What follows belongs to an exercise in optimizing a design on an open flow for small area; a production flow would make more cautious choices. The RTL was checked by simulation tests, not by an equivalence proof against the original design. Power figures rest on the tool's default switching activity, not on a simulated workload.

==> flow/config.mk <==
export PLATFORM = sky130hd
export DESIGN_NAME = vexec_unit
export DESIGN_NICKNAME = vexec_unit
export VERILOG_FILES = /design/flow/design.v
export SDC_FILE = /design/flow/constraint.sdc
export NUM_CORES = 4
export LEC_CHECK = 0
export CAP_MARGIN = 20
export CORE_MARGIN = 2
export CORE_UTILIZATION = 65
export SLEW_MARGIN = 20
==> flow/flow/run.sh <==
#!/bin/bash
# Standard ORFS layout with two changes: ports are buffered with the
# smallest buffer, and CTS clusters more sinks per buffer without dummy loads.
set -euo pipefail
bash standard.sh \
  "BUFFER_PORTS_ARGS=-buffer_cell sky130_fd_sc_hd__buf_1" \
  "CTS_ARGS=-sink_clustering_enable -repair_clock_nets -dont_use_dummy_load -sink_clustering_size 20 -sink_clustering_max_diameter 40 -buf_list {sky130_fd_sc_hd__clkbuf_8}" \
  finish > standard_flow.log 2>&1
==> flow/standard.sh <==
#!/bin/bash
# synth_recipe.tcl (not shown) runs the flow's synth.tcl, then flattens the netlist and writes it again
# the make line also repeats each setting of config.mk as NAME=value (left out here)
make -C /OpenROAD-flow-scripts/flow DESIGN_CONFIG=/design/flow/config.mk WORK_HOME=/design/flow/orfs CLKGATE_MAP_FILE= SYNTH_SCRIPT=/design/flow/synth_recipe.tcl "${@:-finish}"
==> flow/constraint.sdc <==
create_clock -name core_clock -period 5.0 [get_ports {clk}]
set_input_delay 1.0000 -clock core_clock [delete_from_list [all_inputs] [get_ports {clk}]]
set_output_delay 1.0000 -clock core_clock [all_outputs]
set_load 0.01 [all_outputs]
==> flow/design.v <==
`timescale 1ns/1ps
`default_nettype none
module vexec_unit
(
   input  wire         clk,
   input  wire         reset,
   input  wire         opcode_vld,
   input  wire  [31:0] opcode0,
   input  wire  [31:0] opcode1,
   output logic        inst_buff_full,
   output logic        ls_req_vld,
   output logic        ls_req_access_type,
   output logic [31:0] ls_req_access_length,
   output logic [4:0]  ls_req_vec_reg_ptr,
   output logic [31:0] ls_req_addr,
   input  wire         load_store_busy
);
   logic [31:0] ring [16];
   logic [31:0] vec_len;
   logic [3:0]  cnt;
   logic        clr;
   logic        phase;
   logic        pend;
   logic [3:0]  pdst;
   logic        s_op0;
   logic        s_op1;
   logic        s_vl;
   logic        s_keep;
   logic [31:0] w;
   logic [7:0]  op;
   logic        is_ls;
   logic        is_mtc;
   logic        is_mfc;
   logic        is_mov;
   logic [3:0]  cnt_nx;
   logic        clr_nx;
   logic        match;
   logic        active;
   logic        done;
   logic        stay;
   logic        ld_vl;
   logic        n_op0;
   logic        n_op1;
   logic        n_vl;
   logic [31:0] rin;
   assign w      = phase ? opcode1 : opcode0;
   assign op     = w[31:24];
   assign is_ls  = (op == 8'd1) || (op == 8'd2);
   assign is_mtc = (op == 8'd3);
   assign is_mfc = (op == 8'd4);
   assign is_mov = (op == 8'd5);
   assign match  = (cnt == w[11:8]);
   assign active = opcode_vld && !clr;
   assign cnt_nx = cnt + 1'b1;
   assign clr_nx = clr && (cnt != 4'd15);
   always_comb begin
      if (pend) begin
         done = s_op0 || s_op1;
      end else if (is_ls) begin
         done = active && match && !load_store_busy;
      end else if (is_mtc) begin
         done = active && match;
      end else if (is_mfc) begin
         done = s_vl;
      end else begin
         done = active;
      end
   end
   assign ld_vl = active && !pend && is_mtc && match;
   assign stay  = active && !done;
   assign n_op0 = stay && pend && !phase && (cnt_nx == pdst);
   assign n_op1 = stay && pend &&  phase && (cnt_nx == pdst);
   assign n_vl  = stay && !pend && is_mfc && (cnt_nx == w[19:16]);
   assign rin = ({32{s_op0}}  & opcode0)
              | ({32{s_op1}}  & opcode1)
              | ({32{s_vl}}   & vec_len)
              | ({32{s_keep}} & ring[0]);
   assign inst_buff_full = !(phase && done);
   always_ff @(posedge clk) begin
      for (int i = 0; i < 15; i++) begin
         ring[i] <= ring[i+1];
      end
      ring[15] <= rin;
      if (ld_vl || clr) begin
         vec_len <= rin;
      end
      s_op0  <= n_op0;
      s_op1  <= n_op1;
      s_vl   <= n_vl;
      s_keep <= !clr_nx && !n_op0 && !n_op1 && !n_vl;
      if (active && !pend && is_mov) begin
         pdst <= w[19:16];
      end
   end
   always_ff @(posedge clk or negedge reset) begin
      if (!reset) begin
         cnt    <= '0;
         clr    <= 1'b1;
         phase  <= 1'b0;
         pend   <= 1'b0;
      end else begin
         cnt    <= cnt_nx;
         clr    <= clr_nx;
         if (done) begin
            phase <= !phase;
         end
         if (active) begin
            if (pend) begin
               if (done) begin
                  pend <= 1'b0;
               end
            end else if (is_mov) begin
               pend <= 1'b1;
            end
         end
      end
   end
   assign ls_req_vld           = active && !pend && is_ls && match && !load_store_busy;
   assign ls_req_access_type   = w[25];
   assign ls_req_access_length = vec_len;
   assign ls_req_vec_reg_ptr   = w[20:16];
   assign ls_req_addr          = ring[0];
endmodule
`default_nettype wire
==> results.toml, run 1 <==
[drt]
drt-total-wl_mm = 19.2
wl_per_cell_microns = 16.2
drc = 0
ant_nets = 0
route.vias.total = 5804
dr.pass1.iters = 4
drt_iter0_markers = 267
viasPerCell = 4.88

[synth]
ys_seq_elements = 559
synth_edf_count = 36
ys_warn_count = 2
syn_area_per_cell_sq_um = 17.0
synth_top_area_share_pct = 80.3
synthCells = 755
syn_area_sq_um = 12900
ys.flop_type = "dfxtp_1"
syn-num-nets = 824
synth_common_cells = "516 x dfxtp_1, 65 x a22oi_1, 37 x nand2_1, 36 x edfxtp_1, 16 x clkbuf_1"
synth_cell_types = 37
seq_area_frac_synth_pct = 90.1
postSynth.asyncResetShare_pct = 1.25
synth_top_cell_by_area = "dfxtp_1"
netlist_top_cells_area = "dfxtp_1 80%, edfxtp_1 8.4%, a22oi_1 3.8%"
yosysMostFrequentCell = "dfxtp_1"

[clock_network]
postCtsSetupBuffers = 0
clock_path_buffers = 3
path_clk_slew_ps = 100
numCtsBuffers = 45
cts.htree.levels = 2
hold_buffers = 0
cts_resized = 0
clkLatencyLatePin_ps = 580
cts_sinks = 559
cts-root-buf = "clkbuf_8"
cts_tree = "built"

[floorplan]
initial_core_util_pct = 66.1
core-area_sq_um = 19500
fp.dieArea_sq_um = 20900
row_count = 51
chipWidth_microns = 145
io_pins = 140
die_y_microns = 145

[global_routing]
grt_use_total_pct = 18.6
antenna_found_initial = 0
grt-busiest-layer = "met2"
grt_max_degree = 34
met3_usage_pct = 5.03
grt_pass1_wl_mm = 29.2
grt_pass1_vias = 5622
use_met1_pct = 26.2
grt_overflow = 0
use_met2_pct = 27.9

[timing]
rsz0062_at_grt = "false"
min_period_ps = 4120
drv_slew = 0
finalSetupViolations = 0
hold_violations = 0
fin_crit_sh_pct = 82.4
tns_ps = 0
fmax_mhz = 243
fin_skew_ps = 63.4
hold_ws_ps = 267
tightest_slew_ps = 850
layout_setup_ws_ps = 882
relSlewSlack_pct = 43.4

[worst_setup_path]
max_stage_delay_ps = 520
worstPathCellList = "buf_1 > or4_1 > o22a_2 > or3_4 > mux2i_1 > o31ai_1 > nand2_1 > buf_1"
path_common_cell = "buf_1"
crit_arrival_ps = 3120
path_class = "primary input to output port"
crit_buf_inv = 2
crit_required_ps = 4000
slowest_stage = "or4_1"
crit_path_end_kind = "output port"
worst-path-max-fanout = 5
ff2ff_setup_slack_ps = 2060
critPathTopFamily = "simple AND/OR/NAND/NOR gates"
startpoint_type = "primary input"

[power_and_ir_drop]
leakagePower_uw = 0.00569
powerDensity_nw_per_um2 = 476
peakVddDrop_v = 0.000287

[final_layout]
fin_nets = 996
fin_util_pct = 73.5
final_area_sq_um = 14300
area_growth_pct = 11.2
drive_gt1_share_pct = 6.81
num_antenna_cells = 0

[place]
place_hpwl_mm = 12.3
place_area_sq_um = 13700
io_buffer_count = 139
place_ws_ps = 921
gp_congestion = 0.848

[flow_run]
max_cap_viol_count = 0

[hold_path]
worstHoldPathType = "flip-flop to flip-flop"

[outcome]
outcome = "timing/DRC/antenna clean"
-- power by group --
part / switching, uW / internal (uW) / total (uW)
logic: 147 / 92.7 / 240
registers: 21.4 / 4540 / 4560
clock network: 1200 / 806 / 2010
-- worst paths after layout --
path / to / cells past startpoint / start
worst max register to register: vec_len[20]$_DFFE_PP_ / 7 / phase$_DFFE_PN0P_
max in group asynchronous: clr$_DFF_PN1_ / 1 / reset
worst min register to register: ring[13][23]$_DFF_P_ / 0 / ring[14][23]$_DFF_P_
worst min-delay path: ring[13][23]$_DFF_P_ / 0 / ring[14][23]$_DFF_P_
worst max-delay path: inst_buff_full / 8 / opcode0[28]
min in group asynchronous: cnt[2]$_DFF_PN0_ / 1 / reset
-- registers in the layout, indices dropped and copies added (netlist names) --
signal   cells
ring       512
s_op0        1
s_vl         1
vec_len     32
pdst         4
pend         1
cnt          4
phase        1
s_op1        1
s_keep       1
clr          1
-- worst register-to-register path, delay by kind of cell, from the launching register on --
family,cells,cell delay [ps]
AO/OA/AOI/OAI,1,440
multiplexers,2,540
AND/OR/NAND/NOR,2,360
buffers and inverters,2,800
flip-flops,1,420
-- metal layers --
| metal | wire [microns] | share of wire, % |
|---|---|---|
| met3 | 1540 | 8.0 |
| met2 | 8700 | 45 |
| met4 | 403 | 2.1 |
| met1 | 8590 | 45 |
| met5 | 0 | 0 |
-- area by class of cell --
| cell class | count | area (sq um) |
|---|---|---|
| inverter | 2 | 7.51 |
| tap | 265 | 332 |
| sequential | 559 | 11600 |
| clock buffer | 45 | 619 |
| fill | 1278 | 5160 |
| timing repair buffer | 143 | 552 |
| multi-input combinational | 176 | 1210 |
-- stage by stage --
step	instances	power, uW
3_5_place_dp	1145	4900
6_report	1190	6810
2_1_floorplan	755	4800
4_1_cts	1190	6880
5_1_grt	1190	7070
3_3_place_gp	1145	4890
-- kinds of logic (layout without fill, tap and decap cells) --
family / after synthesis / after routing / share of synthesized area [%]
compound gates: 76 / 76 / 4.38
xor+xnor: 16 / 16 / 1.09
fa+ha+maj: 1 / 1 / 0.0972
buf+inv: 20 / 190 / 0.652
flops: 559 / 559 / 90.1
mux: 13 / 13 / 1.08
simple gates: 70 / 70 / 2.65
-- cell usage in the layout, fill, tap and decap left out, types with 6 or more instances in the layout --
cell type  Yosys  routed
xnor2_1       10      10
dfrtp_1        6       6
clkbuf_8       0      45
mux2_2         7       7
nor2_1         8       8
mux2i_1        6       6
buf_1          0     139
dfxtp_1      516     514
xor2_1         6       6
nor3_1         6       6
nand2_1       37      37
a22oi_1       65      65
edfxtp_1      36      36
==> inputs of run 2 (changes only) <==
==> flow/flow/run.sh (replaced) <==
#!/bin/bash
# Standard ORFS layout with two changes: ports are buffered with the
# smallest buffer, and CTS clusters more sinks per buffer without dummy loads.
set -euo pipefail
bash standard.sh \
  "BUFFER_PORTS_ARGS=-buffer_cell sky130_fd_sc_hd__buf_1" \
  "CTS_ARGS=-sink_clustering_enable -repair_clock_nets -dont_use_dummy_load -sink_clustering_size 17 -sink_clustering_max_diameter 50 -buf_list {sky130_fd_sc_hd__buf_6}" \
  finish > standard_flow.log 2>&1
==> run 2 against run 1 <==
Highest routed layer is now met5. Synthesized area unchanged. Largest power group unchanged. Critical path type unchanged. Worst setup slack got worse by 14 ps. Routed wire length is 0.37% higher. First-iteration DRC count up 2.2%. Sequential share of layout area grew 0.97 points. Clock-buffer cell count is 5 lower. Power down 2.7%.
==> results.toml, run 2 <==
[synth]
synth_cell_types = 37
synth_common_cells = "516 x dfxtp_1, 65 x a22oi_1, 37 x nand2_1, 36 x edfxtp_1, 16 x clkbuf_1"
netlist_top_cells_area = "dfxtp_1 80%, edfxtp_1 8.4%, a22oi_1 3.8%"
ys_warn_count = 2
ys_seq_elements = 559
synth_edf_count = 36
syn_area_sq_um = 12900
yosysMostFrequentCell = "dfxtp_1"
synth_top_cell_by_area = "dfxtp_1"
syn_area_per_cell_sq_um = 17.0
syn-num-nets = 824
seq_area_frac_synth_pct = 90.1
ys.flop_type = "dfxtp_1"
synthCells = 755
synth_top_area_share_pct = 80.3
postSynth.asyncResetShare_pct = 1.25

[floorplan]
io_pins = 140
die_y_microns = 145
initial_core_util_pct = 66.1
core-area_sq_um = 19500
row_count = 51
chipWidth_microns = 145
fp.dieArea_sq_um = 20900

[drt]
drt_iter0_markers = 273
route.vias.total = 5775
ant_nets = 0
dr.pass1.iters = 4
drt-total-wl_mm = 19.3
drc = 0
viasPerCell = 4.87
wl_per_cell_microns = 16.3

[worst_setup_path]
path_common_cell = "buf_1"
crit_arrival_ps = 3130
worstPathCellList = "buf_1 > or4_1 > o22a_2 > or3_4 > mux2i_1 > o31ai_1 > nand2_1 > buf_1"
startpoint_type = "primary input"
max_stage_delay_ps = 520
worst-path-max-fanout = 5
crit_path_end_kind = "output port"
crit_required_ps = 4000
slowest_stage = "or4_1"
ff2ff_setup_slack_ps = 2060
r2r_start = "phase$_DFFE_PN0P_"
path_class = "primary input to output port"
rr_worst_depth = 7
cp-startpoint = "opcode0[28]"

[final_layout]
fin_nets = 991
fillCellCount = 1297
area_growth_pct = 9.88
final_cell_mix = "514 x dfxtp_1, 139 x buf_1, 65 x a22oi_1"
largest_register_ffs = 512
num_antenna_cells = 0
final_common_cell = "dfxtp_1"
drive_gt1_share_pct = 6.30
reg_top3 = "ring (512), vec_len (32)"
regMostFlops = "ring"
layoutNonFillerInstCount = 1185

[hold_path]
hp-start = "ring[2][8]$_DFF_P_"
worstHoldPathType = "flip-flop to flip-flop"
hold_depth = 0

[power_and_ir_drop]
powerDensity_nw_per_um2 = 469
p_seq_share_pct = 68.8
switching_power_uw = 1370
p_int_uw = 5250
p_total_uw = 6630
leakagePower_uw = 0.00561
combPwrFrac_pct = 3.6
swShare_pct = 20.7
peakVddDrop_v = 0.000386
clkPwrFrac_pct = 27.6

[clock_network]
cts_resized = 0
path_clk_slew_ps = 100
cts_tree = "built"
clock_path_buffers = 3
hold_buffers = 0
clkLatencyLatePin_ps = 490
numCtsBuffers = 40
cts.htree.levels = 2
cts_sinks = 559
cts-root-buf = "buf_6"
postCtsSetupBuffers = 0

[timing]
fin_crit_sh_pct = 82.6
relSlewSlack_pct = 44.1
fmax_mhz = 242
min_period_ps = 4130
tns_ps = 0
drv_slew = 0
rsz0062_at_grt = "false"
fin_skew_ps = 53.0
finalSetupViolations = 0
hold_violations = 0
tightest_slew_ps = 839

[global_routing]
antenna_found_initial = 1
grt_use_total_pct = 18.5
grt_pass1_vias = 5651
grt_overflow = 0
grt_pass1_wl_mm = 29.3
grt_max_degree = 34

[place]
dpl.cell_count = 1145
gp_congestion = 0.848
io_buffer_count = 139
place_hpwl_mm = 12.3

[flow_run]
max_cap_viol_count = 0

[outcome]
outcome = "timing/DRC/antenna clean"
[run 2: cell counts after synthesis]
Identical to the previous run, type by type.
[run 2: power by group through the flow]
stage,logic (uW),registers [uW],clock network (uW)
2_1_floorplan,151,4650,0
3_3_place_gp,229,4660,0
3_5_place_dp,236,4660,0
4_1_cts,237,4560,1890
5_1_grt,255,4570,2070
6_report,237,4560,1830
[run 2: cells by family (layout without fill, tap and decap cells)]
kind of cell / count (synthesis) / after routing / share of synthesized area (%)
fa+ha+maj: 1 / 1 / 0.0972
buf+inv: 20 / 185 / 0.652
flops: 559 / 559 / 90.1
xor+xnor: 16 / 16 / 1.09
mux: 13 / 13 / 1.08
compound gates: 76 / 76 / 4.38
simple gates: 70 / 70 / 2.65
[run 2: routing by layer]
| metal | wire length (microns) | GRT usage (%) | vias up | part of all wire [%] |
|---|---|---|---|---|
| li1 | - | - | 2825 | - |
| met1 | 8770 | 26.0 | 2726 | 45 |
| met4 | 513 | 7.31 | 2 | 2.7 |
| met5 | 11 | 0 | - | 0.057 |
| met3 | 1500 | 4.94 | 40 | 7.8 |
| met2 | 8510 | 27.8 | 182 | 44 |
[run 2: area by class of cell]
class | count | area, sq um | share of cell area (%)
Inverter | 2 | 7.51 | 0.0531
Timing Repair Buffer | 143 | 552 | 3.90
Tap cell | 265 | 332 | 2.35
Sequential cell | 559 | 11600 | 82.0
Clock buffer | 40 | 450 | 3.19
Multi-Input combinational cell | 176 | 1210 | 8.53
[run 2: final timing paths]
kind,end
max,inst_buff_full
min,ring[1][8]$_DFF_P_
max reg2reg,vec_len[20]$_DFFE_PP_
min reg2reg,ring[1][8]$_DFF_P_
max in group asynchronous,cnt[1]$_DFF_PN0_
min in group asynchronous,cnt[2]$_DFF_PN0_
[run 2: critical path, delay by kind of cell]
family | cells | cell delay [ps]
and+or+nand+nor | 3 | 1080
AOI/OAI and AO/OA | 2 | 640
buffers and inverters | 2 | 240
muxes | 1 | 150
[run 2: through the flow]
step | worst slack, ps | cell area, sq um | util [%] | hold WS (ps)
2_1_floorplan | 210 | 12900 | - | 310
3_3_place_gp | 942 | 13700 | 70.3 | 310
3_5_place_dp | 921 | 13700 | 70.3 | 312
4_1_cts | 905 | 14100 | 72.6 | 301
5_1_grt | 828 | 14100 | 72.6 | 298
6_report | 868 | 14100 | 72.6 | 294
==> inputs of run 3 (changes only) <==
==> flow/flow/run.sh (replaced) <==
#!/bin/bash
# Standard ORFS layout with two changes: ports are buffered with the
# smallest buffer, and CTS clusters more sinks per buffer without dummy loads.
set -euo pipefail
bash standard.sh \
  "BUFFER_PORTS_ARGS=-buffer_cell sky130_fd_sc_hd__buf_1" \
  "CTS_ARGS=-sink_clustering_enable -repair_clock_nets -dont_use_dummy_load -sink_clustering_size 18 -sink_clustering_max_diameter 60 -buf_list {sky130_fd_sc_hd__buf_6}" \
  finish > standard_flow.log 2>&1
==> run 3 against run 2 <==
Still clean on timing, DRC and antenna. Power shrank 0.95%. Worst setup slack better by 4.0 ps. Sequential share of layout area up 0.20 points. Combinational power about the same. Final cell count down 0.25%. Largest cell class unchanged.
==> results.toml, run 3 <==
[synth]
ys_seq_elements = 559
netlist_top_cells_area = "dfxtp_1 80%, edfxtp_1 8.4%, a22oi_1 3.8%"
synth_top_cell_by_area = "dfxtp_1"
syn_area_sq_um = 12900
postSynth.asyncResetShare_pct = 1.25
synth_edf_count = 36
ys_warn_count = 2
synthCells = 755
synth_common_cells = "516 x dfxtp_1, 65 x a22oi_1, 37 x nand2_1, 36 x edfxtp_1, 16 x clkbuf_1"
ys.flop_type = "dfxtp_1"
yosysMostFrequentCell = "dfxtp_1"
synth_cell_types = 37
seq_area_frac_synth_pct = 90.1
syn-num-nets = 824
syn_area_per_cell_sq_um = 17.0
synth_top_area_share_pct = 80.3

[place]
gp_congestion = 0.848
io_buffer_count = 139
place_hpwl_mm = 12.3
place_ws_ps = 921

[timing]
tightest_slew_ps = 868
fin_skew_ps = 75.3
rsz0062_at_grt = "false"
fin_crit_sh_pct = 82.6
relSlewSlack_pct = 42.2
hold_violations = 0
drv_slew = 0
tns_ps = 0
min_period_ps = 4130
finalSetupViolations = 0
layout_setup_ws_ps = 872
fmax_mhz = 242

[clock_network]
numCtsBuffers = 37
cts.htree.levels = 2
clkLatencyLatePin_ps = 490
path_clk_slew_ps = 100
cts_resized = 0
hold_buffers = 0
postCtsSetupBuffers = 0
cts_tree = "built"
clock_path_buffers = 3
cts-root-buf = "buf_6"
cts_sinks = 559

[drt]
wl_per_cell_microns = 16.2
viasPerCell = 4.88
drt_iter0_markers = 272
drc = 0
drt-total-wl_mm = 19.2
dr.pass1.iters = 4
ant_nets = 0
route.vias.total = 5772

[worst_setup_path]
path_common_cell = "buf_1"
slowest_stage = "or4_1"
max_stage_delay_ps = 520
crit_arrival_ps = 3130
worstPathCellList = "buf_1 > or4_1 > o22a_2 > or3_4 > mux2i_1 > o31ai_1 > nand2_1 > buf_1"
worst-path-max-fanout = 5
crit_buf_inv = 2
crit_required_ps = 4000
critPathTopFamily = "simple AND/OR/NAND/NOR gates"
startpoint_type = "primary input"
crit_path_end_kind = "output port"
path_class = "primary input to output port"

[power_and_ir_drop]
peakVddDrop_v = 0.000299
leakagePower_uw = 0.00559
powerDensity_nw_per_um2 = 466
p_total_uw = 6570

[final_layout]
area_growth_pct = 9.62
final_common_cell = "dfxtp_1"
drive_gt1_share_pct = 6.00
fin_nets = 988
register_area_sq_um = 11600
fillCellCount = 1304
largest_register_ffs = 512
multi_input_area_sq_um = 1210
regMostFlops = "ring"
final_cell_mix = "514 x dfxtp_1, 139 x buf_1, 65 x a22oi_1"
reg_top3 = "ring (512), vec_len (32)"
num_antenna_cells = 0

[global_routing]
antenna_found_initial = 0
grt_overflow = 0
grt_max_degree = 34
grt_pass1_wl_mm = 29.1
grt_use_total_pct = 18.4
grt_pass1_vias = 5623

[floorplan]
row_count = 51
chipWidth_microns = 145
core-area_sq_um = 19500
io_pins = 140
initial_core_util_pct = 66.1
die_y_microns = 145
fp.dieArea_sq_um = 20900

[hold_path]
worstHoldPathType = "flip-flop to flip-flop"

[outcome]
outcome = "timing/DRC/antenna clean"

[flow_run]
max_cap_viol_count = 0
-- run 3: cell counts after synthesis --
Identical to the previous run, type by type.
-- run 3: final timing paths --
| path | from | to | slack (ps) | cells past startpoint |
|---|---|---|---|---|
| worst max-delay path | opcode0[28] | inst_buff_full | 870 | 8 |
| worst min-delay path | ring[15][17]$_DFF_P_ | ring[14][17]$_DFF_P_ | 250 | 0 |
| worst max register to register | phase$_DFFE_PN0P_ | vec_len[21]$_DFFE_PP_ | 2040 | 7 |
| worst min register to register | ring[15][17]$_DFF_P_ | ring[14][17]$_DFF_P_ | 250 | 0 |
| max in group asynchronous | reset | clr$_DFF_PN1_ | 4290 | 1 |
| min in group asynchronous | reset | phase$_DFFE_PN0P_ | 380 | 1 |
-- run 3: logic make-up (layout without fill, tap and decap cells) --
group	after synthesis	in the layout	synth area share, %
AOI/OAI and AO/OA	76	76	4.38
adders and majority gates	1	1	0.0972
muxes	13	13	1.08
buffers and inverters	20	182	0.652
DFF	559	559	90.1
and+or+nand+nor	70	70	2.65
xor gates and xnor gates	16	16	1.09
-- run 3: cell type report --
type	instances	share of cell area, %
timing repair buffer	143	3.91
multi-input combinational	176	8.55
inverter	2	0.0532
sequential	559	82.2
tap	265	2.35
clock buffer	37	2.95
-- run 3: through the flow --
stage / cells / instance area, sq um / util [%] / hold WS, ps
after floorplan: 755 / 12900 / - / 310
after global placement: 1145 / 13700 / 70.3 / 310
after detailed placement: 1145 / 13700 / 70.3 / 312
after CTS: 1182 / 14100 / 72.5 / 253
after global routing: 1182 / 14100 / 72.5 / 246
final: 1182 / 14100 / 72.5 / 254
-- run 3: per-layer routing --
metal / vias to the layer above / wire length, microns / global-route usage [%]
li1: 2820 / - / -
met2: 177 / 8430 / 27.7
met3: 40 / 1230 / 4.67
met4: 0 / 567 / 7.31
met5: - / 0 / 0
met1: 2735 / 8970 / 26.0
-- run 3: report_power, final --
group / switching, uW / total (uW) / internal [uW]
clock: 1190 / 1770 / 577
combinational: 144 / 237 / 92.6
sequential: 21.5 / 4560 / 4540

[static timing again, ports no longer ideal]
No port has a modelled driver above. Below, the same layouts with a new extraction and two added sets of constraints.
Step 1 sets driving cells, clkbuf_16 on the clock port and buf_2 on the other inputs (assumed; they add their load-dependent delay and slew).
Step 2, shift: input delay + t, output delay - t, t = (earliest + latest rising clock arrival at the registers) / 2. This alone moves slack from input paths to output paths.
Three values: no drivers, after step 1, after step 2; two values: the first two.
run | t (ns) | setup slack, ns | hold slack, ns
run 1 | 0.581 | 0.882 / 0.861 / 0.861 | 0.267 / 0.267 / 0.267
run 2 | 0.502 | 0.868 / 0.847 / 0.847 | 0.294 / 0.294 / 0.294
run 3 | 0.496 | 0.872 / 0.851 / 0.851 | 0.254 / 0.254 / 0.254
After both steps setup and hold are still met in every run listed.
